Context: an optimization exercise on an open-source flow, tuned for small area, a short achievable clock period and few clock cycles. The choices shown serve that exercise and are no tape-out recipe.
In this exercise RTL edits were held to simulation tests only and were not proved equivalent to the original.
No activity file was given, so power comes from the tool's default toggle rates.

## bitmap_page_allocator_top
module bitmap_page_allocator_top
(
    input  wire logic                clk,
    input  wire logic                rst_n,
    input  wire logic                in_valid,
    output logic                     in_ready,
    input  wire logic [bpa_pkg::KIND_W-1:0]   kind,
    input  wire logic [bpa_pkg::PAGE_W-1:0]   page,
    output logic                     out_valid,
    input  wire logic                out_ready,
    output logic [bpa_pkg::STATUS_W-1:0]      status,
    output logic [bpa_pkg::PAGE_W-1:0]        alloc_page,
    output logic [bpa_pkg::COUNT_W-1:0]       free_pages,
    input  wire logic                cfg_valid,
    output logic                     cfg_ready,
    input  wire logic                cfg_index,
    input  wire logic [bpa_pkg::COUNT_W-1:0]  cfg_data
);
Size in the first run: roughly 3300 cells after synthesis, about 620 flip-flops, roughly 51 I/O pins.
Settings: LEC_CHECK=0, CAP_MARGIN=0, CORE_MARGIN=2, CORE_UTILIZATION=40, CTS_CLUSTER_DIAMETER=120, CTS_CLUSTER_SIZE=24, SETUP_SLACK_MARGIN=2.0, SLEW_MARGIN=0; clock period 5.0 ns.
run.sh (not shown) runs the stock make flow with config.mk's settings and CLKGATE_MAP_FILE= SYNTH_SCRIPT=/design/flow/synth_recipe.tcl, a recipe that flattens the netlist after the stock synthesis.
The first run completed with no timing, DRC or antenna violations.
Testbench counts at the start, summed over its fixed seeds: cycles 12,170.
Next try:
Settings changed: CAP_MARGIN 0 to 20, CTS_CLUSTER_DIAMETER 120 to unset, CTS_CLUSTER_SIZE 24 to unset, SETUP_SLACK_MARGIN 2.0 to 1.5, SLEW_MARGIN 0 to 20.
Sequential cell count stays the same.
Worst setup slack degrades by 0.44 ns.
Hold slack degrades by 0.0038 ns.

---

Setup of job 101:
bitmap_page_allocator_top again, from the RTL that the note above started with.
clock: 5.0 ns
lec_check: 0
cap_margin: 20
core_margin: 2
core_utilization: 40
cts_cluster_diameter: 120
cts_cluster_size: 24
setup_slack_margin: 2.0
slew_margin: 20
Per the final summary, job 101 finished and its layout is clean on timing, DRC and antenna.
Testbench counts of job 101, summed over its fixed seeds: cycles 12,170.
> inputs changed (job 101 -> job 102)
- a change of SETUP_SLACK_MARGIN from 2.0 to 1.8
--- outcome ---
Routability congestion estimate (lower): job 101
Cmp job 102 vs job 101: largest net degree at the start of global routing lower in job 102
Relative to job 101, job 102 improves wire length of the first global-routing pass.
Shortest clock period the worst path allows after layout is higher on job 102
In the metrics for job 101 and job 102, the one carrying the higher clock share of power is job 101.
Summary of job 102 over job 101: synthesized area barely changed, total power decreased 3.7%.
In job 102, fraction of the cycle the final worst path needs is higher than in job 101.
The switching share of total power was comparable across job 101 and job 102.
Of job 101 and job 102, the run reporting the lower design area was job 102.
Inputs modified between job 102 and job 103:
- CTS_CLUSTER_DIAMETER no longer set, was 120
- CTS_CLUSTER_SIZE no longer set, was 24
- SETUP_SLACK_MARGIN now 2.1, was 1.8
==> run summary <==
Multi-input logic cell count across job 103 and job 102: no real change. Delta (job 103 minus job 102): reg2reg setup slack up 140 ps; number of non-filler instances in the completed layout up 277; via count of the first global-routing pass up 4.7%; sequential power down about 0.7%; worst-case setup margin in the final layout up 140 ps. On number of cells on the worst reg-to-reg path, the lower figure sits with job 103, not job 102. In job 103 the detailed-router iteration count before antenna repair turned out 2 lower than in job 102. Higher clock-buffer cell count among job 103 and job 102: job 103.

---

bitmap_page_allocator_top again, from the RTL that the note above started with.
Design bitmap_page_allocator_top, start of the top module:
module bitmap_page_allocator_top
(
    input  wire logic                clk,
    input  wire logic                rst_n,
    input  wire logic                in_valid,
    output logic                     in_ready,
    input  wire logic [bpa_pkg::KIND_W-1:0]   kind,
    input  wire logic [bpa_pkg::PAGE_W-1:0]   page,
    output logic                     out_valid,
    input  wire logic                out_ready,
    output logic [bpa_pkg::STATUS_W-1:0]      status,
    output logic [bpa_pkg::PAGE_W-1:0]        alloc_page,
    output logic [bpa_pkg::COUNT_W-1:0]       free_pages,
    input  wire logic                cfg_valid,
    output logic                     cfg_ready,
    input  wire logic                cfg_index,
    input  wire logic [bpa_pkg::COUNT_W-1:0]  cfg_data
);
clock: 5.0 ns
lec_check: 0
cap_margin: 20
core_margin: 2
core_utilization: 40
cts_cluster_diameter: 100
cts_cluster_size: 30
setup_slack_margin: 1.8
slew_margin: 20
The first run went through all stages and came out clean.
Testbench counts at the start, summed over its fixed seeds: cycles 12,170.
==> next run, changes <==
- CTS_CLUSTER_DIAMETER: 100 -> 120
- CTS_CLUSTER_SIZE: 30 -> 24
- TNS_END_PERCENT: unset -> 10
The new run produced a clean layout.
Worst setup slack is worse by 0.15 ns.
Combinational power decreases by about 5%.
Power decreases by 1.2%.
==> next run, changes <==
- CAP_MARGIN: 20 -> 0
- SLEW_MARGIN: 20 -> 0
- TNS_END_PERCENT: 10 -> unset
The new run finished with timing, DRC and antenna clean.
Worst setup slack improves by 0.19 ns.
Register-to-register slack improves by 0.12 ns.
Global-route usage increases by 3.0 points.
Sequential cell count stays the same.
Wire length increases by a little under a tenth.
Non-clock buffer count increases by 34.
Area after synthesis stays the same.
Worst hold slack improves by 0.012 ns.
Cell area increases slightly.
Total power increases slightly.
Combinational power increases by a few percent.
==> next run, changes <==
- CAP_MARGIN: 0 -> 20
- CTS_CLUSTER_DIAMETER: 120 -> unset
- CTS_CLUSTER_SIZE: 24 -> unset
- SLEW_MARGIN: 0 -> 20
What happened: Total power went up by about a fifth; cell count went up slightly; clock-buffer cell count went up by 63; area after synthesis stays the same.

port drivers added, routing unchanged:
How much do the figures lean on ideal ports? The routed layouts below were timed once more, with nothing changed but the port constraints.
Step 1, drivers: a clkbuf_16 drives clk and a buf_2 each remaining input, both assumed.
Step 2 times the ports against the registers' clock, not the clock port: input delays grow and output delays shrink by t, the midpoint of the rising clock arrivals with the driver on.
Slacks: ideal / step 1 / step 2; pairs: ideal / step 1.
run	shift t [ns]	slack for setup (ns)	slew at the worst register clock pin (ns)	worst slew at a driven data input, ns
the first run of note 1	0.723	1.898 / 1.911 / 1.209	0.11 / 0.11	0.06
the second run of note 1	0.681	1.460 / 1.493 / 0.811	0.06 / 0.06	0.04
job 101	0.647	1.884 / 1.909 / 1.273	0.11 / 0.11	0.06
job 102	0.716	1.771 / 1.771 / 1.113	0.11 / 0.11	0.05
job 103	0.692	1.906 / 1.906 / 1.374	0.07 / 0.07	0.06
the first run of note 3	0.712	1.740 / 1.740 / 1.087	0.12 / 0.12	0.05
the second run of note 3	0.720	1.585 / 1.619 / 0.899	0.12 / 0.12	0.04
the third run of note 3	0.717	1.777 / 1.777 / 1.147	0.12 / 0.12	0.05
the fourth run of note 3	0.676	1.702 / 1.702 / 1.126	0.07 / 0.07	0.05
After both steps every run listed still meets setup and hold. For the first run of note 1, which loses most, drivers alone change the setup slack by +0.013 ns; drivers and shift together by -0.689 ns.
